From an optimization exercise on the open Yosys and OpenROAD flow, aimed at small area, a short achievable clock period and few clock cycles; shortcuts taken in it are not production practice. In this exercise RTL edits were held to simulation tests only and were not proved equivalent to the original. Power is estimated from default activity; no workload was simulated.

<file path="design/flow/run.sh">
#!/bin/bash
# synth_recipe.tcl (not shown) runs the flow's synth.tcl, then flattens the netlist and writes it again
# the make line also repeats each setting of config.mk as NAME=value (left out here)
make -C /OpenROAD-flow-scripts/flow DESIGN_CONFIG=/design/flow/config.mk WORK_HOME=/design/flow/orfs CLKGATE_MAP_FILE= SYNTH_SCRIPT=/design/flow/synth_recipe.tcl finish
</file>
<file path="design/flow/config.mk">
export PLATFORM = sky130hd
export DESIGN_NAME = matrix_reg_unit
export DESIGN_NICKNAME = matrix_reg_unit
export VERILOG_FILES = /design/flow/design.v
export SDC_FILE = /design/flow/constraint.sdc
export NUM_CORES = 4
export LEC_CHECK = 0
export CAP_MARGIN = 20
export CORE_MARGIN = 2
export CORE_UTILIZATION = 30
export SETUP_SLACK_MARGIN = 2.0
export SLEW_MARGIN = 20
</file>
<file path="design/flow/design.v">
package matrix_pkg;
  localparam logic [2:0] OP_INIT        = 3'd0;
  localparam logic [2:0] OP_WRITE       = 3'd1;
  localparam logic [2:0] OP_SHIFT_UP    = 3'd2;
  localparam logic [2:0] OP_SHIFT_DOWN  = 3'd3;
  localparam logic [2:0] OP_SHIFT_LEFT  = 3'd4;
  localparam logic [2:0] OP_SHIFT_RIGHT = 3'd5;
  localparam logic [2:0] OP_TRANSPOSE   = 3'd6;
  localparam logic [2:0] OP_READ        = 3'd7;
endpackage
module matrix_reg_unit
(
  input  logic                    clk,
  input  logic                    rstnn,
  input  logic                    i_cmd_valid,
  input  logic [2:0]              i_cmd_op,
  input  logic [1:0]              i_cmd_row,
  input  logic [1:0]              i_cmd_col,
  input  logic [15:0]             i_cmd_data,
  output logic                    o_cmd_credit,
  input  logic                    i_row_credit,
  output logic                    o_row_valid,
  output logic [1:0]              o_row_index,
  output logic [63:0]             o_row_data
);
  localparam logic [2:0] OP_INIT        = 3'd0;
  localparam logic [2:0] OP_WRITE       = 3'd1;
  localparam logic [2:0] OP_SHIFT_UP    = 3'd2;
  localparam logic [2:0] OP_SHIFT_DOWN  = 3'd3;
  localparam logic [2:0] OP_SHIFT_LEFT  = 3'd4;
  localparam logic [2:0] OP_SHIFT_RIGHT = 3'd5;
  localparam logic [2:0] OP_TRANSPOSE   = 3'd6;
  localparam logic [2:0] OP_READ        = 3'd7;
  function automatic logic [11:0] row_sel(input logic t, input logic [1:0] a,
                                          input logic [1:0] b, input logic [1:0] k);
    for (int j = 0; j < 4; j++)
      row_sel[j*2 +: 2] = t ? (2'(j) - k - b) : (k + a);
    row_sel[9:8]   = k + a + b;
    row_sel[11:10] = k;
  endfunction
  function automatic logic [3:0] rotl(input logic [3:0] v);
    rotl = {v[2:0], v[3]};
  endfunction
  function automatic logic [3:0] rotr(input logic [3:0] v);
    rotr = {v[0], v[3:1]};
  endfunction
  function automatic logic [1:0] oh2bin(input logic [3:0] v);
    oh2bin = {v[3] | v[2], v[3] | v[1]};
  endfunction
  function automatic logic [3:0] blocked(input logic active, input logic credit,
                                         input logic credit2, input logic [3:0] left,
                                         input logic [3:0] cur);
    if (!(active && credit))
      blocked = left;
    else if (credit2)
      blocked = left & ~cur & ~rotl(cur);
    else
      blocked = left & ~cur;
  endfunction
  logic [22:0] q_mem [0:2];
  logic [2:0]  q_wr;        
  logic [2:0]  q_rd;        
  logic [1:0]  q_cnt;
  logic        h_valid;
  logic [2:0]  h_op;
  logic        h_write;
  logic        h_read;
  logic        h_ri;        
  logic        h_tr;        
  logic [3:0]  h_row;       
  logic [3:0]  h_col;       
  logic [3:0]  h_line;      
  logic [15:0] h_data;
  logic        m_t;
  logic [1:0]  m_a;
  logic [1:0]  m_b;
  logic        rd_active;   
  logic        rd_last;     
  logic        r_t;         
  logic        same_t;      
  logic [3:0]  r_left;      
  logic [3:0]  r_cur;       
  logic [2:0]  rc_cnt;      
  logic        has_credit;
  logic        has_credit2;  
  logic [3:0]  blk;         
  logic        busy;        
  logic [11:0] sel;
  logic        wb_we;
  logic        wb_r0;       
  logic [1:0]  wb_p;
  logic [1:0]  wb_q;
  logic [15:0] wb_data;
  logic exec;
  logic cap_cont;
  logic cap_new_ok;
  logic cap;
  logic wb_hazard;
  assign exec = h_valid && !(h_write && |(h_line & blk)) && !(h_ri && busy);
  assign cap_cont = rd_active && has_credit;
  assign wb_hazard  = wb_we && wb_r0;
  assign cap_new_ok = !rd_active && has_credit && !wb_hazard;
  assign cap        = cap_cont || (exec && h_read && cap_new_ok);
  logic       u_t;
  logic [1:0] u_a;
  logic [1:0] u_b;
  always_comb
  begin
    u_t = m_t;
    u_a = m_a;
    u_b = m_b;
    case (h_op)
      OP_SHIFT_UP:    if (m_t) u_b = m_b + 2'd1; else u_a = m_a + 2'd1;
      OP_SHIFT_DOWN:  if (m_t) u_b = m_b - 2'd1; else u_a = m_a - 2'd1;
      OP_SHIFT_LEFT:  if (m_t) u_a = m_a + 2'd1; else u_b = m_b + 2'd1;
      OP_SHIFT_RIGHT: if (m_t) u_a = m_a - 2'd1; else u_b = m_b - 2'd1;
      OP_TRANSPOSE:   u_t = !m_t;
      default: ;
    endcase
  end
  logic        q_ne;
  logic [22:0] q_head;
  logic [2:0]  n_op;
  logic [3:0]  n_row;
  logic [3:0]  n_col;
  assign q_ne   = (q_cnt != 2'd0);
  assign q_head = ({23{q_rd[0]}} & q_mem[0]) | ({23{q_rd[1]}} & q_mem[1])
                | ({23{q_rd[2]}} & q_mem[2]);
  assign n_op   = q_head[22:20];
  assign n_row  = 4'b0001 << q_head[19:18];
  assign n_col  = 4'b0001 << q_head[17:16];
  always_ff @(posedge clk)
  begin
    for (int i = 0; i < 3; i++)
      if (i_cmd_valid && q_wr[i])
        q_mem[i] <= {i_cmd_op, i_cmd_row, i_cmd_col, i_cmd_data};
  end
  logic h_load;
  assign h_load = exec ? q_ne : (q_ne && !h_valid);
  always_ff @(posedge clk or negedge rstnn)
  begin
    if (!rstnn)
    begin
      q_wr         <= 3'b001;
      q_rd         <= 3'b001;
      q_cnt        <= '0;
      o_cmd_credit <= 1'b0;
    end
    else
    begin
      if (i_cmd_valid)
        q_wr <= {q_wr[1:0], q_wr[2]};
      if (h_load)
        q_rd <= {q_rd[1:0], q_rd[2]};
      q_cnt        <= q_cnt + {1'b0, i_cmd_valid} - {1'b0, h_load};
      o_cmd_credit <= exec;
    end
  end
  logic [3:0] left_c;       
  logic [3:0] cur_c;
  logic       act_c;
  logic       last_c;
  logic       sh_dn;
  logic       sh_up;
  assign left_c = cap_cont ? (r_left & ~r_cur) : r_left;
  assign cur_c  = cap_cont ? rotl(r_cur) : r_cur;
  assign act_c  = cap_cont ? !rd_last : rd_active;
  assign last_c = cap_cont ? (sel[11:10] == 2'd2) : rd_last;
  assign sh_dn  = same_t ? (h_op == OP_SHIFT_UP)   : (h_op == OP_SHIFT_LEFT);
  assign sh_up  = same_t ? (h_op == OP_SHIFT_DOWN) : (h_op == OP_SHIFT_RIGHT);
  logic       act_x, last_x, st_x;
  logic [3:0] left_x, cur_x;
  always_comb
  begin
    if (h_read)
    begin
      act_x  = 1'b1;
      last_x = 1'b0;
      st_x   = 1'b1;
      left_x = cap_new_ok ? 4'b1110 : 4'b1111;
      cur_x  = cap_new_ok ? 4'b0010 : 4'b0001;
    end
    else
    begin
      act_x  = act_c;
      last_x = last_c;
      st_x   = same_t ^ h_tr;
      left_x = sh_dn ? rotr(left_c) : sh_up ? rotl(left_c) : left_c;
      cur_x  = sh_dn ? rotr(cur_c)  : sh_up ? rotl(cur_c)  : cur_c;
    end
  end
  logic [2:0] rc_sum;
  logic [2:0] rc_x, rc_n;
  logic       hc_x, hc_n, hc2_x, hc2_n;
  logic       cap_x;
  logic       s_gt0, s_gt1, s_gt2;
  assign cap_x  = cap_cont || (h_read && cap_new_ok);
  assign rc_sum = rc_cnt + {2'b0, i_row_credit};
  assign rc_n   = rc_sum - {2'b0, cap_cont};
  assign rc_x   = rc_sum - {2'b0, cap_x};
  assign s_gt0  = has_credit || i_row_credit;
  assign s_gt1  = has_credit2 || (has_credit && i_row_credit);
  assign s_gt2  = (rc_cnt > 3'd2) || (has_credit2 && i_row_credit);
  assign hc_n   = cap_cont ? s_gt1 : s_gt0;
  assign hc2_n  = cap_cont ? s_gt2 : s_gt1;
  assign hc_x   = cap_x ? s_gt1 : s_gt0;
  assign hc2_x  = cap_x ? s_gt2 : s_gt1;
  logic [3:0] blk_x, blk_n;
  logic       busy_x, busy_n;
  assign blk_x  = blocked(act_x, hc_x, hc2_x, left_x, cur_x);
  assign blk_n  = blocked(act_c, hc_n, hc2_n, left_c, cur_c);
  assign busy_x = act_x && !(hc_x && last_x);
  assign busy_n = act_c && !(hc_n && last_c);
  logic [11:0] sel_inc;
  logic [11:0] sel_go;      
  logic [11:0] sel_x;
  logic [11:0] sel_n;
  logic        going;       
  always_comb
  begin
    for (int j = 0; j < 4; j++)
      sel_inc[j*2 +: 2] = r_t ? sel[j*2 +: 2] - 2'd1 : sel[j*2 +: 2] + 2'd1;
    sel_inc[9:8]   = sel[9:8] + 2'd1;
    sel_inc[11:10] = sel[11:10] + 2'd1;
  end
  assign going  = act_c;
  assign sel_go = cap_cont ? sel_inc : sel;
  assign sel_x  = h_read ? row_sel(m_t, m_a, m_b, cap_new_ok ? 2'd1 : 2'd0)
                : going  ? sel_go
                :          row_sel(u_t, u_a, u_b, 2'd0);
  assign sel_n  = going  ? sel_go : row_sel(m_t, m_a, m_b, 2'd0);
  always_ff @(posedge clk or negedge rstnn)
  begin
    if (!rstnn)
    begin
      m_t         <= 1'b0;
      m_a         <= '0;
      m_b         <= '0;
      rd_active   <= 1'b0;
      rd_last     <= 1'b0;
      r_t         <= 1'b0;
      same_t      <= 1'b1;
      r_left      <= '0;
      r_cur       <= '0;
      rc_cnt      <= '0;
      has_credit  <= 1'b0;
      has_credit2 <= 1'b0;
      blk         <= '0;
      busy        <= 1'b0;
      sel         <= '0;
    end
    else
    begin
      if (exec)
      begin
        m_t         <= u_t;
        m_a         <= u_a;
        m_b         <= u_b;
        rd_active   <= act_x;
        rd_last     <= last_x;
        same_t      <= st_x;
        r_left      <= left_x;
        r_cur       <= cur_x;
        rc_cnt      <= rc_x;
        has_credit  <= hc_x;
        has_credit2 <= hc2_x;
        blk         <= blk_x;
        busy        <= busy_x;
        sel         <= sel_x;
        if (h_read)
          r_t <= m_t;
      end
      else
      begin
        rd_active   <= act_c;
        rd_last     <= last_c;
        r_left      <= left_c;
        r_cur       <= cur_c;
        rc_cnt      <= rc_n;
        has_credit  <= hc_n;
        has_credit2 <= hc2_n;
        blk         <= blk_n;
        busy        <= busy_n;
        sel         <= sel_n;
      end
    end
  end
  always_ff @(posedge clk or negedge rstnn)
  begin
    if (!rstnn)
      h_valid <= 1'b0;
    else if (exec || !h_valid)
      h_valid <= q_ne;
  end
  always_ff @(posedge clk)
  begin
    if (exec || !h_valid)
    begin
      h_op    <= n_op;
      h_write <= (n_op == OP_WRITE);
      h_read  <= (n_op == OP_READ);
      h_ri    <= (n_op == OP_READ) || (n_op == OP_INIT);
      h_tr    <= (n_op == OP_TRANSPOSE);
      h_row   <= n_row;
      h_col   <= n_col;
      h_line  <= (exec ? st_x : same_t) ? n_row : n_col;
      h_data  <= q_head[15:0];
    end
  end
  logic [1:0] h_r;
  logic [1:0] h_c;
  assign h_r = oh2bin(h_row);
  assign h_c = oh2bin(h_col);
  always_ff @(posedge clk or negedge rstnn)
  begin
    if (!rstnn)
      wb_we <= 1'b0;
    else
      wb_we <= exec && h_write;
  end
  always_ff @(posedge clk)
  begin
    wb_r0   <= h_row[0];
    wb_p    <= (m_t ? h_c : h_r) + m_a;
    wb_q    <= (m_t ? h_r : h_c) + m_b;
    wb_data <= h_data;
  end
  logic [15:0] mem   [0:3][0:3];    
  logic [3:0]  valid [0:3];         
  logic        fill;
  logic [1:0]  wb_bank;
  assign wb_bank = wb_p + wb_q;
  always_ff @(posedge clk)
  begin
    for (int j = 0; j < 4; j++)
      for (int i = 0; i < 4; i++)
        if (wb_we && wb_bank == 2'(j) && wb_p == 2'(i))
          mem[j][i] <= wb_data;
  end
  always_ff @(posedge clk or negedge rstnn)
  begin
    if (!rstnn)
    begin
      for (int j = 0; j < 4; j++)
        valid[j] <= '0;
      fill <= 1'b0;
    end
    else if (exec && h_ri && !h_read)
    begin
      for (int j = 0; j < 4; j++)
        valid[j] <= '0;
      fill <= 1'b1;
    end
    else if (wb_we)
    begin
      for (int j = 0; j < 4; j++)
        for (int i = 0; i < 4; i++)
          if (wb_bank == 2'(j) && wb_p == 2'(i))
            valid[j][i] <= 1'b1;
    end
  end
  logic [15:0] bank_out [0:3];
  always_comb
  begin
    for (int j = 0; j < 4; j++)
      bank_out[j] = valid[j][sel[j*2 +: 2]] ? mem[j][sel[j*2 +: 2]] : {15'b0, fill};
  end
  logic [63:0] row_nxt;
  always_comb
  begin
    for (int c = 0; c < 4; c++)
      row_nxt[c*16 +: 16] = bank_out[2'(c) + sel[9:8]];
  end
  always_ff @(posedge clk or negedge rstnn)
  begin
    if (!rstnn)
      o_row_valid <= 1'b0;
    else
      o_row_valid <= cap;
  end
  always_ff @(posedge clk)
  begin
    o_row_index <= sel[11:10];
    o_row_data  <= row_nxt;
  end
endmodule
</file>
<file path="design/flow/constraint.sdc">
create_clock -name core_clock -period 4.0 [get_ports {clk}]
set_input_delay 0.8000 -clock core_clock [delete_from_list [all_inputs] [get_ports {clk}]]
set_output_delay 0.8000 -clock core_clock [all_outputs]
set_load 0.01 [all_outputs]
</file>
==> results.yml, run 1 <==
pwr:
  net-switching-power_uw: 8400
  combPwrFrac_pct: 43.7
  vdd_drop_max_uv: 383
  p_leak_uw: 0.00971
  power_switching_share_pct: 36.3
  powerDensity_nw_per_um2: 853
  clockPowerShare_pct: 20.1
  p_int_uw: 14700
  seqPwrFrac_pct: 36.2
final_layout:
  layout-area-overhead-vs-synth_pct: 28.4
  nFillCells: 6439
  final_util_pct: 38.8
  design_area_um2: 27100
  drive_gt1_share_pct: 28.6
  diodes: 0
  nets: 1656
min_path:
  whs_path_depth: 0
  min_to: "wb_data[4]$_DFF_P_"
  hold_class: "flip-flop to flip-flop"
  min_from: "h_data[4]$_DFFE_PP_"
timing:
  timing.setup.tns_ps: 0
  fmax_mhz: 464
  drv_slew: 0
  timing.final.crit_share_pct: 53.9
  setup_violations: 0
  hold_viol: 0
  max_slew_margin_pct: 34.1
  worst_pin_slew_ps: 989
  fin_crit_ps: 2160
  rsz0062_at_grt: "yes"
  finalClockSkew_ps: 15.6
clock_tree:
  cts_tree: "yes"
  clk_path_buf_depth: 3
  clk_pin_slew_ps: 70
  clkSinkCount: 514
  clk_latency_ps: 580
  cts_root_buf: "clkbuf_16"
  htree_levels: 2
  cts_made_buffers: 50
outcome:
  status: "no timing/DRC/antenna violations"
yosys:
  ys_seq_area_share_pct: 67.3
  yosys_warnings: 5
  synth.net_count: 1460
  synth_seq_cells: 514
  synth_fa_ha_area_share_pct: 1.48
  yosys.cell_types.count: 72
  synth_compound_area_share_pct: 10.3
  synth_top_family_by_area: "compound AO/OA/AOI/OAI gates"
  synthSimpleGateAreaFrac_pct: 6.30
  syn-instance-count: 1408
  async_flop_share_pct: 13.2
  syn_avg_cell_area_um2: 15.0
  synth_ff_type: "edfxtp_1"
  syn_area_um2: 21100
  synth_edf_count: 359
  synthMuxAreaShare_pct: 10.1
  synth_xor_area_share_pct: 1.76
global_routing:
  grt_overflow: 0
  antenna_found_initial: 0
  grt_max_degree: 69
  grt_usage_pct: 14.0
  grt_pass1_wl_um: 80200
  grt_pass1_vias: 13000
die:
  die-area_um2: 72600
  ios: 95
  core_um2: 69900
  die_y_um: 269
  start_util_pct: 30.2
  rows: 97
  fp.dieW_um: 269
flow_run:
  drv_cap: 0
routing:
  wl_met2_um: 25300
  vias: 13200
  wl_met3_um: 3060
  firstDrtPassIters: 12
  drt_iter0_drc: 1663
  remaining_drc_errors: 0
  routed_wl_um: 52500
  routed.top_layer: "met4"
  wire_per_inst_um: 20.3
  antenna_left: 0
  via_per_inst: 5.09
  wl_met1_um: 23100
critical_path:
  worstSetupPathType: "flip-flop to flip-flop"
  reg2reg_slack_ps: 1840
  startpoint_type: "flip-flop"
  cp-end-kind: "flip-flop"
  rr_startpoint: "h_op[2]$_DFFE_PP_"
  slowest_delay_ps: 470
  cpMostUsedCell: "or3_4"
  cp_slowest_cell: "edfxtp_1"
  crit_chain: "buf_6 -> nor3b_4 -> or3_4 -> and2_4 -> or3_4 -> a311oi_2 -> o21ai_1"
  cp_max_fo: 4
  r2r-end: "sel[5]$_DFF_PN0_"
  reg2reg_depth: 7
  cp.required_ps: 4460
  cp_data_arrival_time_ps: 2620
placement:
  gp_congestion: 0.865
  postPlaceCellArea_um2: 23300
  port_buffers: 94
  dpl.hpwl_um: 32200
worst max-delay path by stage:
| stage | end | cells after the start | slack (ps) | start |
|---|---|---|---|---|
| floorplan | mem[4][0]$_DFFE_PP_ | 5 | 1910 | wb_p[0]$_DFF_P_ |
| global placement | h_line[1]$_DFFE_PP_ | 7 | 1210 | h_line[1]$_DFFE_PP_ |
| detailed placement | h_line[3]$_DFFE_PP_ | 7 | 1150 | h_line[1]$_DFFE_PP_ |
| CTS | sel[5]$_DFF_PN0_ | 7 | 1880 | h_op[2]$_DFFE_PP_ |
| global route | sel[5]$_DFF_PN0_ | 7 | 1780 | h_op[2]$_DFFE_PP_ |
| finish | sel[5]$_DFF_PN0_ | 7 | 1840 | h_op[2]$_DFFE_PP_ |
what timing repair did:
action | CTS | global route
setup endpoints to repair | 495 | 322
pin swaps | 67 | 84
hold buffers | 0 | 0
setup buffers | 87 | 21
gates resized for setup | 292 | 124
gates cloned | 5 | 0
cell type report:
cell class	count	area, um2	share of cell area, %
multi-input cells	758	7390	27.2
clock buffers	73	1430	5.28
inverters	43	181	0.668
repair inverters	1	8.76	0.0323
well taps	940	1180	4.33
clock inverters	20	201	0.742
flip-flops and latches	514	14300	52.6
repair buffers	236	2490	9.16
metrics by stage:
| stage | std cells | setup WS [ps] | hold WS (ps) | total power [uW] |
|---|---|---|---|---|
| after floorplan | 1408 | 1910 | 323 | 13400 |
| after global placement | 2377 | 1210 | 326 | 15900 |
| after detailed placement | 2379 | 1150 | 330 | 16100 |
| after CTS | 2564 | 1880 | 342 | 22300 |
| after global routing | 2585 | 1780 | 350 | 24300 |
| final | 2585 | 1840 | 343 | 23100 |
flip-flops by register name, indices dropped and copies added (netlist names), 3 cells and up:
signal,count
h_data,16
sel,12
blk,4
h_col,3
q_rd,3
h_op,3
r_left,4
mem,256
h_line,4
wb_data,16
q_mem,69
rc_cnt,3
q_wr,3
h_row,4
r_cur,4
o_row_data,64
valid,16
cells in the mapped netlist, drive strengths merged (5+ instances only):
cell type / number / area share (%)
o21ai: 54 / 1.3
clkbuf: 60 / 1.1
xnor2: 28 / 1.2
a31oi: 6 / 0.18
nor2: 47 / 0.83
o21a: 21 / 0.75
nand2b: 7 / 0.21
ha: 25 / 1.5
dfxtp: 87 / 8.2
nor2b: 57 / 1.7
buf: 34 / 0.95
mux2: 16 / 0.85
a211oi: 15 / 0.53
xor2: 12 / 0.50
a311oi: 5 / 0.21
o22ai: 6 / 0.21
mux2i: 77 / 3.7
dfrtp: 65 / 7.7
and2: 13 / 0.41
edfxtp: 359 / 51
a222oi: 102 / 4.8
mux4: 52 / 5.5
inv: 43 / 0.76
a21oi: 26 / 0.62
nor3: 10 / 0.24
nand2: 100 / 1.8
nand3: 17 / 0.40
power by group through the flow:
stage / registers (uW) / clock network (uW) / logic (uW)
6_report: 8380 / 4660 / 10100
5_1_grt: 8530 / 4980 / 10800
4_1_cts: 8380 / 4760 / 9200
3_5_place_dp: 8630 / 0 / 7430
3_3_place_gp: 8530 / 0 / 7330
2_1_floorplan: 8040 / 0 / 5360
layer usage:
metal / track usage, % / vias to the layer above
met3: 2.37 / 76
met1: 19.2 / 6661
met4: 3.27 / 0
met5: 0 / -
met2: 23.1 / 487
li1: - / 5926
cell usage in the layout (no fill, tap or decap), types with 11 or more instances in the layout:
cell type / synthesis / layout
nor2_1: 47 / 33
dfxtp_1: 87 / 84
clkdlybuf4s50_1: 0 / 24
buf_6: 4 / 30
a222oi_1: 102 / 102
a21oi_1: 26 / 23
buf_4: 6 / 76
buf_12: 0 / 26
clkdlybuf4s15_1: 0 / 31
a211oi_1: 15 / 12
inv_1: 42 / 40
xnor2_1: 28 / 21
ha_1: 25 / 11
ha_4: 0 / 14
clkbuf_16: 0 / 51
nor2b_1: 57 / 15
dfrtp_1: 65 / 51
o21a_1: 21 / 21
nand3_1: 17 / 14
o21ai_0: 41 / 36
dlygate4sd2_1: 0 / 23
nand2_1: 100 / 88
edfxtp_1: 359 / 359
mux4_2: 52 / 52
clkbuf_1: 60 / 14
mux2i_1: 76 / 73
nor2b_4: 0 / 38
logic make-up (layout without fill, tap and decap cells):
| logic type | Yosys count | in the layout |
|---|---|---|
| flip-flops | 514 | 514 |
| AO/OA/AOI/OAI | 277 | 277 |
| AND/OR/NAND/NOR | 269 | 270 |
| multiplexers | 145 | 145 |
| buffers and inverters | 137 | 373 |
| XOR/XNOR | 41 | 41 |
| adder cells (fa/ha/maj) | 25 | 25 |
critical path, delay by kind of cell (launching register included):
| kind | cells | cell delay, ps |
|---|---|---|
| and+or+nand+nor | 4 | 1060 |
| DFF | 1 | 470 |
| AOI/OAI and AO/OA | 2 | 350 |
| buffers and inverters | 1 | 170 |
Testbench counts, summed over its fixed seeds: cycles 4,600.
==> run 2, diff against run 1 <==
--- a/design/flow/design.v
+++ b/design/flow/design.v
@@ -32,11 +32,4 @@
   localparam logic [2:0] OP_TRANSPOSE   = 3'd6;
   localparam logic [2:0] OP_READ        = 3'd7;
-  function automatic logic [11:0] row_sel(input logic t, input logic [1:0] a,
-                                          input logic [1:0] b, input logic [1:0] k);
-    for (int j = 0; j < 4; j++)
-      row_sel[j*2 +: 2] = t ? (2'(j) - k - b) : (k + a);
-    row_sel[9:8]   = k + a + b;
-    row_sel[11:10] = k;
-  endfunction
   function automatic logic [3:0] rotl(input logic [3:0] v);
     rotl = {v[2:0], v[3]};
@@ -63,5 +56,8 @@
   logic [1:0]  q_cnt;
   logic        h_valid;
-  logic [2:0]  h_op;
+  logic        h_up;        
+  logic        h_dn;        
+  logic        h_lf;        
+  logic        h_rt;        
   logic        h_write;
   logic        h_read;
@@ -87,8 +83,9 @@
   logic        busy;        
   logic [11:0] sel;
+  logic [9:0]  s0;
   logic        wb_we;
   logic        wb_r0;       
-  logic [1:0]  wb_p;
-  logic [1:0]  wb_q;
+  logic [3:0]  wb_bank;     
+  logic [3:0]  wb_ent;      
   logic [15:0] wb_data;
   logic exec;
@@ -110,12 +107,30 @@
     u_a = m_a;
     u_b = m_b;
-    case (h_op)
-      OP_SHIFT_UP:    if (m_t) u_b = m_b + 2'd1; else u_a = m_a + 2'd1;
-      OP_SHIFT_DOWN:  if (m_t) u_b = m_b - 2'd1; else u_a = m_a - 2'd1;
-      OP_SHIFT_LEFT:  if (m_t) u_a = m_a + 2'd1; else u_b = m_b + 2'd1;
-      OP_SHIFT_RIGHT: if (m_t) u_a = m_a - 2'd1; else u_b = m_b - 2'd1;
-      OP_TRANSPOSE:   u_t = !m_t;
-      default: ;
-    endcase
+    if (h_up) if (m_t) u_b = m_b + 2'd1; else u_a = m_a + 2'd1;
+    if (h_dn) if (m_t) u_b = m_b - 2'd1; else u_a = m_a - 2'd1;
+    if (h_lf) if (m_t) u_a = m_a + 2'd1; else u_b = m_b + 2'd1;
+    if (h_rt) if (m_t) u_a = m_a - 2'd1; else u_b = m_b - 2'd1;
+    if (h_tr) u_t = !m_t;
+  end
+  logic [9:0] s0_u;
+  logic [1:0] s0_d;
+  assign s0_d = (h_up ^ m_t) ? 2'd1 : 2'd3;
+  always_comb
+  begin
+    s0_u[9:8] = s0[9:8] + ((h_up || h_lf) ? 2'd1 : (h_dn || h_rt) ? 2'd3 : 2'd0);
+    for (int j = 0; j < 4; j++)
+      if (h_tr)
+        s0_u[j*2 +: 2] = m_t ? (s0[9:8] + s0[1:0]) : (2'(j) - s0[9:8] + s0[1:0]);
+      else if (h_up || h_dn)
+        s0_u[j*2 +: 2] = s0[j*2 +: 2] + s0_d;
+      else
+        s0_u[j*2 +: 2] = s0[j*2 +: 2];
+  end
+  logic [9:0] s1;
+  always_comb
+  begin
+    for (int j = 0; j < 4; j++)
+      s1[j*2 +: 2] = m_t ? s0[j*2 +: 2] - 2'd1 : s0[j*2 +: 2] + 2'd1;
+    s1[9:8] = s0[9:8] + 2'd1;
   end
   logic        q_ne;
@@ -167,6 +182,6 @@
   assign act_c  = cap_cont ? !rd_last : rd_active;
   assign last_c = cap_cont ? (sel[11:10] == 2'd2) : rd_last;
-  assign sh_dn  = same_t ? (h_op == OP_SHIFT_UP)   : (h_op == OP_SHIFT_LEFT);
-  assign sh_up  = same_t ? (h_op == OP_SHIFT_DOWN) : (h_op == OP_SHIFT_RIGHT);
+  assign sh_dn  = same_t ? h_up : h_lf;
+  assign sh_up  = same_t ? h_dn : h_rt;
   logic       act_x, last_x, st_x;
   logic [3:0] left_x, cur_x;
@@ -226,8 +241,8 @@
   assign going  = act_c;
   assign sel_go = cap_cont ? sel_inc : sel;
-  assign sel_x  = h_read ? row_sel(m_t, m_a, m_b, cap_new_ok ? 2'd1 : 2'd0)
+  assign sel_x  = h_read ? (cap_new_ok ? {2'd1, s1} : {2'd0, s0})
                 : going  ? sel_go
-                :          row_sel(u_t, u_a, u_b, 2'd0);
-  assign sel_n  = going  ? sel_go : row_sel(m_t, m_a, m_b, 2'd0);
+                :          {2'd0, s0_u};
+  assign sel_n  = going  ? sel_go : {2'd0, s0};
   always_ff @(posedge clk or negedge rstnn)
   begin
@@ -249,4 +264,5 @@
       busy        <= 1'b0;
       sel         <= '0;
+      s0          <= '0;
     end
     else
@@ -257,4 +273,5 @@
         m_a         <= u_a;
         m_b         <= u_b;
+        s0          <= s0_u;
         rd_active   <= act_x;
         rd_last     <= last_x;
@@ -297,5 +314,8 @@
     if (exec || !h_valid)
     begin
-      h_op    <= n_op;
+      h_up    <= (n_op == OP_SHIFT_UP);
+      h_dn    <= (n_op == OP_SHIFT_DOWN);
+      h_lf    <= (n_op == OP_SHIFT_LEFT);
+      h_rt    <= (n_op == OP_SHIFT_RIGHT);
       h_write <= (n_op == OP_WRITE);
       h_read  <= (n_op == OP_READ);
@@ -322,6 +342,6 @@
   begin
     wb_r0   <= h_row[0];
-    wb_p    <= (m_t ? h_c : h_r) + m_a;
-    wb_q    <= (m_t ? h_r : h_c) + m_b;
+    wb_bank <= 4'b0001 << (h_r + h_c + m_a + m_b);
+    wb_ent  <= 4'b0001 << ((m_t ? h_c : h_r) + m_a);
     wb_data <= h_data;
   end
@@ -329,11 +349,9 @@
   logic [3:0]  valid [0:3];         
   logic        fill;
-  logic [1:0]  wb_bank;
-  assign wb_bank = wb_p + wb_q;
   always_ff @(posedge clk)
   begin
     for (int j = 0; j < 4; j++)
       for (int i = 0; i < 4; i++)
-        if (wb_we && wb_bank == 2'(j) && wb_p == 2'(i))
+        if (wb_we && wb_bank[j] && wb_ent[i])
           mem[j][i] <= wb_data;
   end
@@ -356,5 +374,5 @@
       for (int j = 0; j < 4; j++)
         for (int i = 0; i < 4; i++)
-          if (wb_bank == 2'(j) && wb_p == 2'(i))
+          if (wb_bank[j] && wb_ent[i])
             valid[j][i] <= 1'b1;
     end
==> results.yml, run 2 <==
outcome:
  status: "no timing/DRC/antenna violations"
timing:
  hold_viol: 0
  fin_crit_ps: 2130
  finalClockSkew_ps: 27.0
  timing.final.crit_share_pct: 53.4
  drv_slew: 0
  timing.setup.tns_ps: 0
  worst_pin_slew_ps: 1100
  setup_ws_ps: 1870
  rsz0062_at_grt: "yes"
  fmax_mhz: 469
  setup_violations: 0
  max_slew_margin_pct: 26.9
yosys:
  async_flop_share_pct: 14.7
  syn-instance-count: 1436
  synth_area_leaders: "edfxtp_1 (50%), dfrtp_1 (8.7%), dfxtp_1 (8.4%), mux4_2 (5.4%), a222oi_1 (4.7%)"
  synth_most_common_cell: "edfxtp_1"
  yosys.cell_types.count: 66
  netlist.area_leader.share_pct: 50.0
  synth_ff_type: "edfxtp_1"
  syn_avg_cell_area_um2: 15.0
  yosys.area.top_type: "edfxtp_1"
  synth_edf_count: 360
  synth.net_count: 1486
  synth_seq_cells: 529
  syn_area_um2: 21600
  synthTopCellsByCount: "edfxtp_1 (360), a222oi_1 (102), dfxtp_1 (91), mux2i_1 (81), nand2_1 (80)"
  yosys_warnings: 5
  ys_seq_area_share_pct: 67.5
final_layout:
  drive_gt1_share_pct: 26.4
  nets: 1638
  layout-area-overhead-vs-synth_pct: 24.1
  reg_top3: "mem (256), q_mem (69), o_row_data (64)"
  mostFrequentLayoutCells: "edfxtp_1 (360), a222oi_1 (102), dfxtp_1 (86)"
  final_common_cell: "edfxtp_1"
  diodes: 0
  largest_reg_flops: 256
  regMostFlops: "mem"
die:
  core_um2: 71400
  start_util_pct: 30.3
  rows: 98
  die_y_um: 272
  fp.dieW_um: 272
  die-area_um2: 74200
  ios: 95
critical_path:
  reg2reg_depth: 5
  crit_family: "multiplexers"
  cp.buffers_inverters: 1
  reg2reg_slack_ps: 1870
  cp_slowest_cell: "mux4_2"
  cp_data_arrival_time_ps: 2600
  cp-end-kind: "flip-flop"
  startpoint_type: "flip-flop"
  cp.depth: 5
  cp.required_ps: 4470
  crit_chain: "mux4_2 -> buf_12 -> mux2_4 -> a222oi_1 -> mux2i_1"
  slowest_delay_ps: 590
  worstSetupPathType: "flip-flop to flip-flop"
  cp_max_fo: 7
routing:
  wire_per_inst_um: 21.3
  firstDrtPassIters: 12
  antenna_left: 0
  routed_wl_um: 54900
  drt_iter0_drc: 1864
  vias: 13400
  remaining_drc_errors: 0
  via_per_inst: 5.18
clock_tree:
  clk_pin_slew_ps: 70
  htree_levels: 2
  cts_tree: "yes"
  clk_latency_ps: 610
  clk_path_buf_depth: 3
  cts_root_buf: "clkbuf_16"
  cts_made_buffers: 55
  clkSinkCount: 529
global_routing:
  grt_max_degree: 79
  grt_overflow: 0
  grt_pass1_vias: 13300
  antenna_found_initial: 1
  grt_pass1_wl_um: 82300
  grt_usage_pct: 14.3
pwr:
  p_leak_uw: 0.00951
  powerDensity_nw_per_um2: 831
  vdd_drop_max_uv: 521
placement:
  port_buffers: 94
  dpl.hpwl_um: 33600
  gp_congestion: 0.830
  dp_slack_ps: 1250
flow_run:
  drv_cap: 0
min_path:
  hold_class: "primary input to asynchronous set/reset pin"
## run 2: changes by cell type after synthesis, sizes merged, moves of 16 or more
cell / before / now
nor2b: 57 / 8
and3: 2 / 21
nand2: 100 / 80
o21a: 21 / 5
nor2: 47 / 65
xnor2: 28 / 44
and2: 13 / 60
## run 2: path summary, 6_finish.rpt
check / from / end
min in group core_clock: h_data[8]$_DFFE_PP_ / wb_data[8]$_DFF_P_
hold / removal: rstnn / has_credit2$_DFF_PN0_
setup / recovery: sel[4]$_DFF_PN0_ / o_row_data[48]$_DFF_P_
setup reg to reg: sel[4]$_DFF_PN0_ / o_row_data[48]$_DFF_P_
hold reg to reg: h_data[8]$_DFFE_PP_ / wb_data[8]$_DFF_P_
max in group asynchronous: rstnn / sel[5]$_DFF_PN0_
## run 2: worst reg2reg max path, stage by stage (launching register included)
cell      delay, ps
dfrtp_4         440
mux4_2          590
buf_12          180
mux2_4          320
a222oi_1        340
mux2i_1         130
## run 2: through the flow
stage                     util, %  instance area, um2  instances  hold WS, ps  power (uW)
final                        37.6               26800       2585          265       22300
after global placement       33.0               23500       2412          333       15100
after global routing         37.6               26800       2585          313       23400
after detailed placement     33.0               23500       2412          329       15300
after CTS                    37.1               26500       2568          343       21700
after floorplan                 -               21600       1436          323       13000
## run 2: report_power, final
group	switching (uW)	total (uW)	leakage, uW	internal [uW]
Sequential	1100	8340	0.00497	7240
Combinational	4690	8640	0.00360	3950
Clock	2150	5310	0.000941	3160
## run 2: layout make-up
type | count | area [um2]
inverters | 41 | 158
well taps | 950 | 1190
repair buffers | 185 | 1920
multi-input cells | 776 | 7020
flip-flops and latches | 529 | 14600
clock inverters | 29 | 333
clock buffers | 75 | 1570
fillers | 6589 | 44600
## run 2: cells by family (layout without fill, tap and decap cells)
kind of cell | Yosys count | in the layout | share of synthesized area, %
AOI/OAI and AO/OA | 257 | 257 | 9.54
xor gates and xnor gates | 55 | 55 | 2.23
adders and majority gates | 23 | 23 | 1.37
buffers and inverters | 131 | 330 | 2.53
DFF | 529 | 529 | 67.5
muxes | 153 | 153 | 10.3
and+or+nand+nor | 288 | 288 | 6.54
## run 2: layer usage
layer / track usage, % / vias up / part of all wire (%) / wire length, um
met5: 0 / - / 0 / 0
met1: 19.2 / 6790 / 42 / 23300
li1: - / 5945 / - / -
met4: 3.86 / 0 / 2.2 / 1200
met3: 2.16 / 97 / 6.4 / 3540
met2: 24.2 / 551 / 49 / 26800
## run 2: repair_timing
| action | in CTS | in global routing |
|---|---|---|
| setup buffers | 48 | 15 |
| endpoints found under the setup margin | 334 | 117 |
| resized for setup | 290 | 79 |
| hold buffers | 0 | 0 |
| gates cloned | 4 | 1 |
| pin swaps | 61 | 48 |
Testbench counts of run 2, summed over its fixed seeds: cycles 4,600.
==> run 3, diff against run 2 <==
--- a/design/flow/config.mk
+++ b/design/flow/config.mk
@@ -9,4 +9,7 @@
 export CORE_MARGIN = 2
 export CORE_UTILIZATION = 30
+export CTS_BUF_LIST = sky130_fd_sc_hd__clkbuf_16
+export CTS_CLUSTER_DIAMETER = 100
+export CTS_CLUSTER_SIZE = 30
 export SETUP_SLACK_MARGIN = 2.0
 export SLEW_MARGIN = 20
==> results.yml, run 3 <==
final_layout:
  nets: 1611
  regMostFlops: "mem"
  mostFrequentLayoutCells: "edfxtp_1 (360), a222oi_1 (102), mux2i_1 (80)"
  design_area_um2: 25700
  layout-area-overhead-vs-synth_pct: 18.9
  drive_gt1_share_pct: 24.8
  nFillCells: 6699
  reg_top3: "mem (256), q_mem (69), o_row_data (64)"
  diodes: 0
  final_common_cell: "edfxtp_1"
  largest_reg_flops: 256
clock_tree:
  clk_latency_ps: 600
  clk_pin_slew_ps: 120
  clk_path_buf_depth: 3
  clkSinkCount: 529
  htree_levels: 1
  cts_tree: "yes"
  cts_made_buffers: 23
  cts_hold_buf: 0
  cts_root_buf: "clkbuf_16"
global_routing:
  antenna_found_initial: 2
  grt_use_met2_pct: 23.9
  grt_max_degree: 79
  grt_pass1_wl_um: 80000
  grt_use_met3_pct: 1.77
  grt_overflow: 0
  grt_usage_pct: 13.9
  use_met1_pct: 18.7
  top_usage_layer: "met2"
  grt_pass1_vias: 13000
yosys:
  yosys.area.top_type: "edfxtp_1"
  synth.net_count: 1486
  synth_area_leaders: "edfxtp_1 (50%), dfrtp_1 (8.7%), dfxtp_1 (8.4%), mux4_2 (5.4%), a222oi_1 (4.7%)"
  synth_seq_cells: 529
  syn_area_um2: 21600
  syn_avg_cell_area_um2: 15.0
  async_flop_share_pct: 14.7
  synth_most_common_cell: "edfxtp_1"
  netlist.area_leader.share_pct: 50.0
  synth_ff_type: "edfxtp_1"
  synthTopCellsByCount: "edfxtp_1 (360), a222oi_1 (102), dfxtp_1 (91), mux2i_1 (81), nand2_1 (80)"
  yosys_warnings: 5
  yosys.cell_types.count: 66
  synth_edf_count: 360
  syn-instance-count: 1436
  ys_seq_area_share_pct: 67.5
timing:
  fin_crit_ps: 2150
  drv_slew: 0
  timing.setup.tns_ps: 0
  rsz0062_at_grt: "yes"
  fmax_mhz: 465
  setup_ws_ps: 1850
  worst_pin_slew_ps: 1090
  max_slew_margin_pct: 27.1
  finalClockSkew_ps: 38.7
  timing.final.crit_share_pct: 53.8
  hold_viol: 0
  setup_violations: 0
  hold_slack_ps: 250
critical_path:
  cp_max_fo: 16
  critPathCapture: "o_row_data[48]$_DFF_P_"
  crit_chain: "buf_12 -> mux4_2 -> buf_12 -> mux2_4 -> a222oi_1 -> mux2i_1"
  slowest_delay_ps: 520
  cp.buffers_inverters: 2
  cp.depth: 6
  startpoint_type: "flip-flop"
  reg2reg_slack_ps: 1850
  crit_family: "multiplexers"
  cp.required_ps: 4470
  rr_startpoint: "sel[2]$_DFF_PN0_"
  cp-end-kind: "flip-flop"
  cpMostUsedCell: "buf_12"
  critPathLaunch: "sel[2]$_DFF_PN0_"
  r2r-end: "o_row_data[48]$_DFF_P_"
  worstSetupPathType: "flip-flop to flip-flop"
  cp_data_arrival_time_ps: 2620
  reg2reg_depth: 6
  cp_slowest_cell: "mux4_2"
die:
  core_um2: 71400
  start_util_pct: 30.3
  fp.dieW_um: 272
  ios: 95
  die-area_um2: 74200
  rows: 98
  die_y_um: 272
placement:
  dp_slack_ps: 1250
  gp_congestion: 0.830
  postPlaceCellArea_um2: 23500
  dpl.hpwl_um: 33600
  port_buffers: 94
routing:
  routed_wl_um: 53700
  wire_per_inst_um: 21.2
  firstDrtPassIters: 10
  vias: 13200
  drt_iter0_drc: 1843
  via_per_inst: 5.21
  remaining_drc_errors: 0
  antenna_left: 0
pwr:
  powerDensity_nw_per_um2: 780
  p_leak_uw: 0.00897
  vdd_drop_max_uv: 320
outcome:
  status: "no timing/DRC/antenna violations"
min_path:
  hold_class: "primary input to asynchronous set/reset pin"
flow_run:
  drv_cap: 0
-- run 3: final cells by class --
class                   count  area [um2]  area share [%]
flip-flops and latches    529       14600            57.0
multi-input cells         777        7120            27.7
repair buffers            189        1860            7.24
well taps                 950        1190            4.63
clock buffers              24         601            2.34
inverters                  41         158           0.614
clock inverters            18         134           0.521
-- run 3: worst min-delay path by stage --
| stage | start | end | slack (ps) | cells past startpoint |
|---|---|---|---|---|
| 6_report | rstnn | r_cur[3]$_DFF_PN0_ | 250 | 1 |
| 5_1_grt | rstnn | r_cur[2]$_DFF_PN0_ | 300 | 1 |
| 4_1_cts | h_data[9]$_DFFE_PP_ | wb_data[9]$_DFF_P_ | 340 | 0 |
| 3_5_place_dp | h_data[13]$_DFFE_PP_ | wb_data[13]$_DFF_P_ | 330 | 0 |
| 3_3_place_gp | h_row[0]$_DFFE_PP_ | wb_r0$_DFF_P_ | 330 | 0 |
| 2_1_floorplan | h_data[0]$_DFFE_PP_ | wb_data[0]$_DFF_P_ | 320 | 0 |
-- run 3: kinds of logic (layout without fill, tap and decap cells) --
family	after synthesis	count (layout)	share of synthesized area, %
xor gates and xnor gates	55	55	2.23
muxes	153	154	10.3
AOI/OAI and AO/OA	257	257	9.54
DFF	529	529	67.5
and+or+nand+nor	288	288	6.54
buffers and inverters	131	272	2.53
adders and majority gates	23	23	1.37
-- run 3: power breakdown --
| part | internal (uW) | leakage, uW | switching, uW |
|---|---|---|---|
| Combinational | 4040 | 0.00361 | 4720 |
| Sequential | 7230 | 0.00497 | 1150 |
| Clock | 1150 | 0.000395 | 1740 |
| Total | 12400 | 0.00897 | 7610 |
-- run 3: through the flow --
stage	utilization, %	total power (uW)	std cells
floorplan	-	13000	1436
global placement	33.0	15100	2412
detailed placement	33.0	15300	2412
CTS	35.3	19100	2505
global route	36.0	21100	2528
finish	36.0	20000	2528
-- run 3: layer usage --
layer / part of all wire, % / vias to the layer above
li1: - / 5848
met1: 43 / 6745
met2: 49 / 513
met3: 5.8 / 56
met4: 1.8 / 0
met5: 0 / -
-- run 3: what timing repair did --
item,4_1_cts,5_1_grt
pin swaps,68,44
setup buffers,49,22
resized for setup,287,105
cloned,2,1
setup endpoints to repair,333,127
==> run 4, diff against run 3 <==
--- a/design/flow/config.mk
+++ b/design/flow/config.mk
@@ -8,5 +8,5 @@
 export CAP_MARGIN = 20
 export CORE_MARGIN = 2
-export CORE_UTILIZATION = 30
+export CORE_UTILIZATION = 45
 export CTS_BUF_LIST = sky130_fd_sc_hd__clkbuf_16
 export CTS_CLUSTER_DIAMETER = 100
==> results.yml, run 4 <==
outcome:
  status: "no timing/DRC/antenna violations"
placement:
  dp_slack_ps: 1230
  dpl.hpwl_um: 32700
  port_buffers: 94
  gp_congestion: 0.833
die:
  die-area_um2: 49800
  ios: 95
  start_util_pct: 45.4
  die_y_um: 223
  core_um2: 47500
  fp.dieW_um: 223
  rows: 80
routing:
  vias: 13100
  remaining_drc_errors: 0
  antenna_left: 0
  firstDrtPassIters: 10
  wire_per_inst_um: 23.5
  via_per_inst: 5.90
  drt_iter0_drc: 1731
  routed_wl_um: 51900
global_routing:
  top_usage_layer: "met2"
  grt_use_met2_pct: 36.1
  grt_pass1_wl_um: 78900
  grt_overflow: 0
  grt_usage_pct: 20.7
  grt_pass1_vias: 12900
  grt_max_degree: 79
  grt_use_met3_pct: 1.76
  use_met1_pct: 28.5
  antenna_found_initial: 0
flow_run:
  drv_cap: 0
pwr:
  vdd_drop_max_uv: 663
  powerDensity_nw_per_um2: 775
  p_leak_uw: 0.00911
yosys:
  yosys.cell_types.count: 66
  ys_seq_area_share_pct: 67.5
  synth_area_leaders: "edfxtp_1 (50%), dfrtp_1 (8.7%), dfxtp_1 (8.4%), mux4_2 (5.4%), a222oi_1 (4.7%)"
  synth_seq_cells: 529
  synth_edf_count: 360
  yosys_warnings: 5
  netlist.area_leader.share_pct: 50.0
  synth_most_common_cell: "edfxtp_1"
  synth.net_count: 1486
  async_flop_share_pct: 14.7
  synthTopCellsByCount: "edfxtp_1 (360), a222oi_1 (102), dfxtp_1 (91), mux2i_1 (81), nand2_1 (80)"
  yosys.area.top_type: "edfxtp_1"
  synth_ff_type: "edfxtp_1"
  syn_avg_cell_area_um2: 15.0
  syn-instance-count: 1436
  syn_area_um2: 21600
critical_path:
  worstSetupPathType: "flip-flop to flip-flop"
  startpoint_type: "flip-flop"
  cp.required_ps: 4450
  reg2reg_slack_ps: 1810
  cp_data_arrival_time_ps: 2640
  cp_max_fo: 13
  cp-end-kind: "flip-flop"
final_layout:
  largest_reg_flops: 256
  nets: 1633
  mostFrequentLayoutCells: "edfxtp_1 (360), a222oi_1 (102), dfxtp_1 (86)"
  layout-area-overhead-vs-synth_pct: 17.1
  register_area_um2: 14600
  reg_top3: "mem (256), q_mem (69), o_row_data (64)"
  drive_gt1_share_pct: 22.5
  nFillCells: 3865
  final_common_cell: "edfxtp_1"
  regMostFlops: "mem"
  diodes: 0
  multiInputGateArea_um2: 6910
timing:
  worst_pin_slew_ps: 1050
  timing.final.crit_share_pct: 54.8
  drv_slew: 0
  fmax_mhz: 456
  setup_ws_ps: 1810
  rsz0062_at_grt: "yes"
  finalClockSkew_ps: 39.3
  timing.setup.tns_ps: 0
  max_slew_margin_pct: 30.1
  hold_viol: 0
  setup_violations: 0
  hold_slack_ps: 262
  fin_crit_ps: 2190
clock_tree:
  clkSinkCount: 529
  cts_made_buffers: 22
  clk_path_buf_depth: 3
  cts_root_buf: "clkbuf_16"
  htree_levels: 1
  clk_latency_ps: 590
  clk_pin_slew_ps: 110
  cts_hold_buf: 0
  cts_tree: "yes"
min_path:
  hold_class: "primary input to asynchronous set/reset pin"
==> run 4: power breakdown <==
part           switching (uW)  internal [uW]  total (uW)
sequential               1140           7230        8370
combinational            4450           4030        8480
clock                    1670           1090        2760
total                    7260          12300       19600
==> run 4: final timing paths <==
kind / start / to / depth (start not counted)
max reg2reg: sel[4]$_DFF_PN0_ / o_row_data[32]$_DFF_P_ / 6
min: rstnn / r_cur[3]$_DFF_PN0_ / 1
min reg2reg: h_data[13]$_DFFE_PP_ / wb_data[13]$_DFF_P_ / 0
min in group core_clock: h_data[13]$_DFFE_PP_ / wb_data[13]$_DFF_P_ / 0
max in group asynchronous: rstnn / rd_active$_DFF_PN0_ / 1
max: sel[4]$_DFF_PN0_ / o_row_data[32]$_DFF_P_ / 6
==> run 4: timing repair <==
item                       CTS  global route
buffers inserted            55            35
pin swaps                   52            51
setup endpoints to repair  305           144
cloned                       3             0
hold endpoints to repair     0             0
gates resized for setup    228            79
==> run 4: layer usage <==
layer / part of all wire [%] / vias to the layer above / routed length (um)
met5: 0 / - / 0
met1: 42 / 6693 / 22000
met3: 5.0 / 54 / 2620
li1: - / 5878 / -
met2: 51 / 434 / 26500
met4: 1.5 / 0 / 801
==> run 4: through the flow <==
| step | utilization [%] | total power (uW) | area [um2] | cells |
|---|---|---|---|---|
| 2_1_floorplan | - | 13000 | 21600 | 1436 |
| 3_3_place_gp | 48.7 | 15100 | 23200 | 2080 |
| 3_5_place_dp | 48.7 | 15300 | 23200 | 2080 |
| 4_1_cts | 52.1 | 19000 | 24800 | 2178 |
| 5_1_grt | 53.2 | 20700 | 25300 | 2214 |
| 6_report | 53.2 | 19600 | 25300 | 2214 |
==> run 4: cell type report <==
class	instances	area share [%]
sequential	529	57.8
multi-input combinational	776	27.3
timing repair buffer	213	8.45
tap	615	3.04
clock buffer	23	2.28
inverter	41	0.623
clock inverter	17	0.455
==> run 4: cells by family (layout without fill, tap and decap cells) <==
| logic type | after synthesis | in the layout | synth area share [%] |
|---|---|---|---|
| fa+ha+maj | 23 | 23 | 1.37 |
| mux | 153 | 153 | 10.3 |
| buf+inv | 131 | 294 | 2.53 |
| xor+xnor | 55 | 55 | 2.23 |
| compound gates | 257 | 257 | 9.54 |
| flops | 529 | 529 | 67.5 |
| simple gates | 288 | 288 | 6.54 |
==> run 4: critical path, cell delays in order, from the launching register on <==
cell and delay, ps:
dfrtp_1 420, buf_12 140, mux4_2 520, buf_12 170
mux2_4 320, a222oi_1 340, mux2i_1 130
==> run 5, diff against run 4 <==
--- a/design/flow/design.v
+++ b/design/flow/design.v
@@ -253,15 +253,8 @@
       m_b         <= '0;
       rd_active   <= 1'b0;
-      rd_last     <= 1'b0;
-      r_t         <= 1'b0;
-      same_t      <= 1'b1;
       r_left      <= '0;
-      r_cur       <= '0;
       rc_cnt      <= '0;
       has_credit  <= 1'b0;
       has_credit2 <= 1'b0;
-      blk         <= '0;
-      busy        <= 1'b0;
-      sel         <= '0;
       s0          <= '0;
     end
@@ -275,32 +268,41 @@
         s0          <= s0_u;
         rd_active   <= act_x;
-        rd_last     <= last_x;
-        same_t      <= st_x;
         r_left      <= left_x;
-        r_cur       <= cur_x;
         rc_cnt      <= rc_x;
         has_credit  <= hc_x;
         has_credit2 <= hc2_x;
-        blk         <= blk_x;
-        busy        <= busy_x;
-        sel         <= sel_x;
-        if (h_read)
-          r_t <= m_t;
       end
       else
       begin
         rd_active   <= act_c;
-        rd_last     <= last_c;
         r_left      <= left_c;
-        r_cur       <= cur_c;
         rc_cnt      <= rc_n;
         has_credit  <= hc_n;
         has_credit2 <= hc2_n;
-        blk         <= blk_n;
-        busy        <= busy_n;
-        sel         <= sel_n;
       end
     end
   end
+  always_ff @(posedge clk)
+  begin
+    if (exec)
+    begin
+      rd_last <= last_x;
+      same_t  <= st_x;
+      r_cur   <= cur_x;
+      blk     <= blk_x;
+      busy    <= busy_x;
+      sel     <= sel_x;
+      if (h_read)
+        r_t <= m_t;
+    end
+    else
+    begin
+      rd_last <= last_c;
+      r_cur   <= cur_c;
+      blk     <= blk_n;
+      busy    <= busy_n;
+      sel     <= sel_n;
+    end
+  end
   always_ff @(posedge clk or negedge rstnn)
   begin
--- a/design/flow/config.mk
+++ b/design/flow/config.mk
@@ -8,5 +8,5 @@
 export CAP_MARGIN = 20
 export CORE_MARGIN = 2
-export CORE_UTILIZATION = 45
+export CORE_UTILIZATION = 30
 export CTS_BUF_LIST = sky130_fd_sc_hd__clkbuf_16
 export CTS_CLUSTER_DIAMETER = 100
==> results.yml, run 5 <==
timing:
  fin_crit_ps: 2160
  drv_slew: 0
  max_slew_margin_pct: 28.1
  finalClockSkew_ps: 34.2
  fmax_mhz: 462
  rsz0062_at_grt: "yes"
  timing.final.crit_share_pct: 54.1
  setup_violations: 0
  worst_pin_slew_ps: 1080
  hold_viol: 0
  timing.setup.tns_ps: 0
final_layout:
  multiInputGateArea_um2: 6760
  mostFrequentLayoutCells: "edfxtp_1 (361), a222oi_1 (102), dfxtp_1 (94)"
  diodes: 0
  final_common_cell: "edfxtp_1"
  reg_top3: "mem (256), q_mem (69), o_row_data (64)"
  final_util_pct: 35.8
  layout-area-overhead-vs-synth_pct: 17.8
  regMostFlops: "mem"
  register_area_um2: 14500
  nets: 1603
  largest_reg_flops: 256
  nFillCells: 6701
  drive_gt1_share_pct: 22.2
global_routing:
  antenna_found_initial: 1
  grt_pass1_vias: 12800
  grt_overflow: 0
  grt_pass1_wl_um: 79300
  grt_usage_pct: 13.8
  grt_max_degree: 65
clock_tree:
  clk_latency_ps: 580
  clk_pin_slew_ps: 110
  cts_hold_buf: 0
  clk_path_buf_depth: 3
  cts_made_buffers: 22
  cts_root_buf: "clkbuf_16"
  clkSinkCount: 529
  htree_levels: 1
  cts_tree: "yes"
pwr:
  finalPower_uw: 19000
  seqPwrFrac_pct: 43.7
  clockPowerShare_pct: 15.0
  vdd_drop_max_uv: 386
  p_int_uw: 12000
  powerDensity_nw_per_um2: 754
  combPwrFrac_pct: 41.3
  p_leak_uw: 0.00885
  net-switching-power_uw: 6990
  power_switching_share_pct: 36.8
routing:
  routed_wl_um: 52900
  antenna_left: 0
  remaining_drc_errors: 0
  vias: 12900
  drt_iter0_drc: 1853
  via_per_inst: 5.15
  wire_per_inst_um: 21.1
  firstDrtPassIters: 9
critical_path:
  slowest_delay_ps: 570
  cp_data_arrival_time_ps: 2630
  crit_family: "multiplexers"
  startpoint_type: "flip-flop"
  cp.buffers_inverters: 2
  cp-end-kind: "flip-flop"
  cp.required_ps: 4470
  cp_slowest_cell: "mux4_2"
  crit_chain: "buf_12 -> mux4_2 -> buf_6 -> mux2_4 -> a222oi_1 -> mux2i_1"
  worstSetupPathType: "flip-flop to flip-flop"
  cp_max_fo: 4
yosys:
  yosys.cell_types.count: 63
  async_flop_share_pct: 10.2
  syn_avg_cell_area_um2: 15.0
  yosys.area.top_type: "edfxtp_1"
  synth_seq_cells: 529
  synth_edf_count: 361
  netlist.area_leader.share_pct: 50.6
  synth_area_leaders: "edfxtp_1 (51%), dfxtp_1 (11%), dfrtp_1 (6.1%), mux4_2 (4.9%), a222oi_1 (4.8%)"
  syn_area_um2: 21400
  synth_ff_type: "edfxtp_1"
  ys_seq_area_share_pct: 67.6
  yosys_warnings: 5
  synthTopCellsByCount: "edfxtp_1 (361), dfxtp_1 (114), a222oi_1 (102), nand2_1 (88), mux2i_1 (82)"
  syn-instance-count: 1424
  synth.net_count: 1474
  synth_most_common_cell: "edfxtp_1"
die:
  ios: 95
  die-area_um2: 73500
  fp.dieW_um: 271
  rows: 97
  die_y_um: 271
  core_um2: 70400
  start_util_pct: 30.4
placement:
  dpl.hpwl_um: 33800
  gp_congestion: 0.774
  port_buffers: 94
min_path:
  hold_class: "flip-flop to flip-flop"
outcome:
  status: "no timing/DRC/antenna violations"
flow_run:
  drv_cap: 0
==> run 5: path summary, 6_finish.rpt <==
path / start / endpoint / cells after the start / slack (ps)
min in group asynchronous: rstnn / rc_cnt[1]$_DFF_PN0_ / 1 / 350
setup / recovery: sel[6]$_DFF_P_ / o_row_data[32]$_DFF_P_ / 6 / 1840
max in group asynchronous: rstnn / q_wr[0]$_DFFE_PN1P_ / 2 / 2710
setup reg to reg: sel[6]$_DFF_P_ / o_row_data[32]$_DFF_P_ / 6 / 1840
hold reg to reg: h_data[1]$_DFFE_PP_ / wb_data[1]$_DFF_P_ / 0 / 340
hold / removal: h_data[1]$_DFFE_PP_ / wb_data[1]$_DFF_P_ / 0 / 340
==> run 5: metal layers <==
layer | wire (um) | share of wire (%) | track usage (%) | vias up
li1 | - | - | - | 5813
met1 | 22700 | 43 | 18.2 | 6579
met2 | 26700 | 50 | 24.6 | 462
met4 | 872 | 1.6 | 2.50 | 0
met5 | 0 | 0 | 0 | -
met3 | 2640 | 5.0 | 1.62 | 57
==> run 5: cell families (layout without fill, tap and decap cells) <==
kind of cell	Yosys count	count (layout)	share of synthesized area, %
flip-flops	529	529	67.6
AND/OR/NAND/NOR	291	291	6.61
AO/OA/AOI/OAI	243	243	9.20
multiplexers	151	151	10.4
buffers and inverters	134	279	2.63
XOR/XNOR	53	53	2.17
adder cells (fa/ha/maj)	23	23	1.38
==> run 5: worst reg2reg max path, delay by kind of cell, from the launching register on <==
kind	cells	cell delay [ps]
AOI/OAI and AO/OA	1	380
buffers and inverters	2	290
DFF	1	380
muxes	3	1000
==> run 5: layout make-up <==
class / count / area share, %
timing repair buffer: 196 / 7.39
multi-input combinational: 761 / 26.8
inverter: 43 / 0.665
sequential: 529 / 57.6
clock inverter: 16 / 0.461
tap: 940 / 4.66
clock buffer: 24 / 2.38
==> run 5: timing repair <==
action                                  in CTS  in global routing
pin swaps                                   41                 50
endpoints found under the setup margin     246                130
hold endpoints to repair                     0                  0
gates resized for setup                    227                 99
cloned                                       2                  2
buffers inserted                            46                 25
==> run 5: power groups by stage <==
stage	combinational [uW]	sequential (uW)	clock, uW
4_1_cts	7240	8320	2900
3_5_place_dp	6500	8470	0
2_1_floorplan	4930	7860	0
6_report	7860	8300	2850
5_1_grt	8530	8450	3080
3_3_place_gp	6410	8410	0
==> run 5: metrics by stage <==
stage | area (um2) | setup slack, ps | std cells | hold WS [ps]
after detailed placement | 23400 | 1280 | 2394 | 329
after floorplan | 21400 | 1980 | 1424 | 323
final | 25200 | 1840 | 2509 | 339
after CTS | 24800 | 1840 | 2482 | 344
after global placement | 23400 | 1380 | 2394 | 330
after global routing | 25200 | 1790 | 2509 | 343
Testbench counts of run 5, summed over its fixed seeds: cycles 4,600.
==> run 6, diff against run 5 <==
--- a/design/flow/design.v
+++ b/design/flow/design.v
@@ -38,4 +38,8 @@
     rotr = {v[0], v[3:1]};
   endfunction
+  function automatic logic [19:0] sel_oh(input logic [9:0] v);
+    for (int j = 0; j < 5; j++)
+      sel_oh[j*4 +: 4] = 4'b0001 << v[j*2 +: 2];
+  endfunction
   function automatic logic [1:0] oh2bin(input logic [3:0] v);
     oh2bin = {v[3] | v[2], v[3] | v[1]};
@@ -82,5 +86,5 @@
   logic [3:0]  blk;         
   logic        busy;        
-  logic [11:0] sel;
+  logic [21:0] sel;
   logic [9:0]  s0;
   logic        wb_we;
@@ -181,5 +185,5 @@
   assign cur_c  = cap_cont ? rotl(r_cur) : r_cur;
   assign act_c  = cap_cont ? !rd_last : rd_active;
-  assign last_c = cap_cont ? (sel[11:10] == 2'd2) : rd_last;
+  assign last_c = cap_cont ? (sel[21:20] == 2'd2) : rd_last;
   assign sh_dn  = same_t ? h_up : h_lf;
   assign sh_up  = same_t ? h_dn : h_rt;
@@ -227,22 +231,22 @@
   assign busy_x = act_x && !(hc_x && last_x);
   assign busy_n = act_c && !(hc_n && last_c);
-  logic [11:0] sel_inc;
-  logic [11:0] sel_go;      
-  logic [11:0] sel_x;
-  logic [11:0] sel_n;
+  logic [21:0] sel_inc;
+  logic [21:0] sel_go;      
+  logic [21:0] sel_x;
+  logic [21:0] sel_n;
   logic        going;       
   always_comb
   begin
     for (int j = 0; j < 4; j++)
-      sel_inc[j*2 +: 2] = r_t ? sel[j*2 +: 2] - 2'd1 : sel[j*2 +: 2] + 2'd1;
-    sel_inc[9:8]   = sel[9:8] + 2'd1;
-    sel_inc[11:10] = sel[11:10] + 2'd1;
+      sel_inc[j*4 +: 4] = r_t ? rotr(sel[j*4 +: 4]) : rotl(sel[j*4 +: 4]);
+    sel_inc[19:16] = rotl(sel[19:16]);
+    sel_inc[21:20] = sel[21:20] + 2'd1;
   end
   assign going  = act_c;
   assign sel_go = cap_cont ? sel_inc : sel;
-  assign sel_x  = h_read ? (cap_new_ok ? {2'd1, s1} : {2'd0, s0})
+  assign sel_x  = h_read ? (cap_new_ok ? {2'd1, sel_oh(s1)} : {2'd0, sel_oh(s0)})
                 : going  ? sel_go
-                :          {2'd0, s0_u};
-  assign sel_n  = going  ? sel_go : {2'd0, s0};
+                :          {2'd0, sel_oh(s0_u)};
+  assign sel_n  = going  ? sel_go : {2'd0, sel_oh(s0)};
   always_ff @(posedge clk or negedge rstnn)
   begin
@@ -384,5 +388,11 @@
   begin
     for (int j = 0; j < 4; j++)
-      bank_out[j] = valid[j][sel[j*2 +: 2]] ? mem[j][sel[j*2 +: 2]] : {15'b0, fill};
+    begin
+      logic [3:0] hit;
+      hit = sel[j*4 +: 4] & valid[j];
+      bank_out[j] = {15'b0, fill && !(|hit)};
+      for (int i = 0; i < 4; i++)
+        bank_out[j] = bank_out[j] | ({16{hit[i]}} & mem[j][i]);
+    end
   end
   logic [63:0] row_nxt;
@@ -390,5 +400,10 @@
   begin
     for (int c = 0; c < 4; c++)
-      row_nxt[c*16 +: 16] = bank_out[2'(c) + sel[9:8]];
+    begin
+      row_nxt[c*16 +: 16] = '0;
+      for (int j = 0; j < 4; j++)
+        row_nxt[c*16 +: 16] = row_nxt[c*16 +: 16]
+                            | ({16{sel[16 + ((j - c + 4) % 4)]}} & bank_out[j]);
+    end
   end
   always_ff @(posedge clk or negedge rstnn)
@@ -401,5 +416,5 @@
   always_ff @(posedge clk)
   begin
-    o_row_index <= sel[11:10];
+    o_row_index <= sel[21:20];
     o_row_data  <= row_nxt;
   end
==> results.yml, run 6 <==
timing:
  max_slew_margin_pct: 23.1
  hold_slack_ps: 89.8
  setup_violations: 0
  worst_pin_slew_ps: 1150
  rsz0062_at_grt: "yes"
  fin_crit_ps: 2060
  timing.setup.tns_ps: 0
  fmax_mhz: 485
  hold_viol: 0
  finalClockSkew_ps: 25.3
  drv_slew: 0
  timing.final.crit_share_pct: 51.6
global_routing:
  grt_max_degree: 67
  grt_overflow: 0
  grt_usage_pct: 14.6
  grt_pass1_wl_um: 86300
  antenna_found_initial: 2
  grt_pass1_vias: 14100
die:
  core_um2: 73000
  ios: 95
  start_util_pct: 30.3
  rows: 99
  fp.dieW_um: 276
  die_y_um: 276
  die-area_um2: 76000
routing:
  remaining_drc_errors: 0
  via_per_inst: 5.38
  firstDrtPassIters: 9
  routed_wl_um: 58200
  vias: 15000
  antenna_left: 0
  drt_iter0_drc: 1909
  wire_per_inst_um: 20.9
placement:
  dpl.hpwl_um: 36000
  gp_congestion: 0.804
  port_buffers: 94
  dp.cells: 2676
min_path:
  hold_class: "primary input to asynchronous set/reset pin"
pwr:
  vdd_drop_max_uv: 359
  powerDensity_nw_per_um2: 790
  p_leak_uw: 0.00933
final_layout:
  regMostFlops: "mem"
  diodes: 0
  mostFrequentLayoutCells: "edfxtp_1 (361), a22oi_1 (245), nand2_1 (173)"
  layout-area-overhead-vs-synth_pct: 15.6
  nFillCells: 6978
  drive_gt1_share_pct: 17.6
  register_area_um2: 14700
  multiInputGateArea_um2: 7240
  largest_reg_flops: 256
  reg_top3: "mem (256), q_mem (69), o_row_data (64)"
  final_common_cell: "edfxtp_1"
  final-instance-count-excl-fill: 2781
  nets: 1846
critical_path:
  crit_chain: "a22o_1 -> o21ai_2 -> buf_4 -> buf_6 -> nand4_1 -> a21oi_4 -> mux2_4"
  cp_slowest_cell: "edfxtp_1"
  startpoint_type: "flip-flop"
  worstSetupPathType: "flip-flop to flip-flop"
  cp_data_arrival_time_ps: 2400
  cp.required_ps: 4330
  cp-end-kind: "flip-flop"
  slowest_delay_ps: 380
  cp_max_fo: 5
yosys:
  syn-instance-count: 1730
  netlist.area_leader.share_pct: 49.0
  yosys.cell_types.count: 79
  syn_avg_cell_area_um2: 12.8
  syn_area_um2: 22100
  synthTopCellsByCount: "edfxtp_1 (361), a22oi_1 (246), nand2_1 (181), dfxtp_1 (124), clkbuf_1 (94)"
  ys_seq_area_share_pct: 66.3
  synth_most_common_cell: "edfxtp_1"
  async_flop_share_pct: 10.0
  yosys_warnings: 5
  synth_seq_cells: 539
  synth.net_count: 1771
  synth_ff_type: "edfxtp_1"
  yosys.area.top_type: "edfxtp_1"
  synth_edf_count: 361
  synth_area_leaders: "edfxtp_1 (49%), dfxtp_1 (11%), a22oi_1 (8.3%), dfrtp_1 (5.9%), nand2_1 (3.1%)"
flow_run:
  drv_cap: 0
clock_tree:
  htree_levels: 1
  cts_made_buffers: 23
  clk_latency_ps: 580
  clkSinkCount: 539
  clk_path_buf_depth: 3
  cts_hold_buf: 0
  cts_root_buf: "clkbuf_16"
  clk_pin_slew_ps: 120
  cts_tree: "yes"
outcome:
  status: "no timing/DRC/antenna violations"
## run 6: cell count changes after synthesis, moves of 10 or more
cell	previous run	this run
clkbuf_1	58	94
a311oi_1	0	11
xnor2_1	45	26
a22oi_1	5	246
nor3_1	13	25
dfxtp_1	114	124
mux4_2	47	1
and2_1	53	27
a222oi_1	102	28
a21oi_1	20	43
nor4_1	0	12
nand2_1	88	181
mux2i_1	82	22
## run 6: path summary, 6_finish.rpt
path | slack, ps | endpoint | cells past startpoint | startpoint
worst min-delay path | 90 | m_b[0]$_DFFE_PN0N_ | 1 | rstnn
worst max register to register | 1940 | h_line[2]$_DFFE_PP_ | 7 | h_line[1]$_DFFE_PP_
worst max-delay path | 1940 | h_line[2]$_DFFE_PP_ | 7 | h_line[1]$_DFFE_PP_
worst min register to register | 340 | wb_data[3]$_DFF_P_ | 0 | h_data[3]$_DFFE_PP_
min in group core_clock | 340 | wb_data[3]$_DFF_P_ | 0 | h_data[3]$_DFFE_PP_
max in group asynchronous | 3320 | s0[1]$_DFFE_PN0N_ | 2 | rstnn
## run 6: power by group
group          total (uW)  switching (uW)  internal (uW)
registers            8690            1160           7530
logic                8640            5050           3590
clock network        2890            1730           1160
## run 6: cells by family (layout without fill, tap and decap cells)
family                   after synthesis  count (layout)  share of synthesized area [%]
AO/OA/AOI/OAI                        501             501                           16.9
XOR/XNOR                              35              35                           1.47
adder cells (fa/ha/maj)               14              14                          0.825
buffers and inverters                174             265                           3.25
flip-flops                           539             539                           66.3
multiplexers                          43              43                           2.16
AND/OR/NAND/NOR                      424             425                           9.05
## run 6: routing by layer
layer / routed length [um] / global-route usage, % / share of wire (%) / vias up
met5: 0 / 0 / 0 / -
met4: 1460 / 3.54 / 2.5 / 0
met3: 3930 / 2.15 / 6.7 / 93
met2: 27700 / 24.2 / 48 / 573
met1: 25100 / 20.1 / 43 / 7471
li1: - / - / - / 6824
## run 6: critical path: cells and delay by family (launching register included)
kind | cells | cell delay [ps]
and+or+nand+nor | 1 | 130
buffers and inverters | 2 | 220
muxes | 1 | 340
AOI/OAI and AO/OA | 3 | 750
DFF | 1 | 380
## run 6: area by class of cell
class                           instances  share of cell area (%)
Sequential cell                       539                    57.5
Multi-Input combinational cell       1018                    28.3
Tap cell                              959                    4.69
Clock buffer                           23                    2.25
Inverter                               43                   0.670
Clock inverter                         19                   0.592
Timing Repair Buffer                  180                    6.03
## run 6: what timing repair did
item,4_1_cts,5_1_grt
endpoints found under the hold margin,0,0
gates resized for setup,226,143
gates cloned,2,2
endpoints found under the setup margin,293,102
setup buffers,33,24
pin swaps,11,32
## run 6: through the flow
stage	power [uW]	setup WS, ps	area [um2]	util (%)
global placement	15900	1350	23900	32.8
global route	21400	1870	25600	35.1
detailed placement	16100	1200	23900	32.8
CTS	19500	1920	25200	34.5
floorplan	13600	2000	22200	-
finish	20200	1940	25600	35.1
Testbench counts of run 6, summed over its fixed seeds: cycles 4,600.
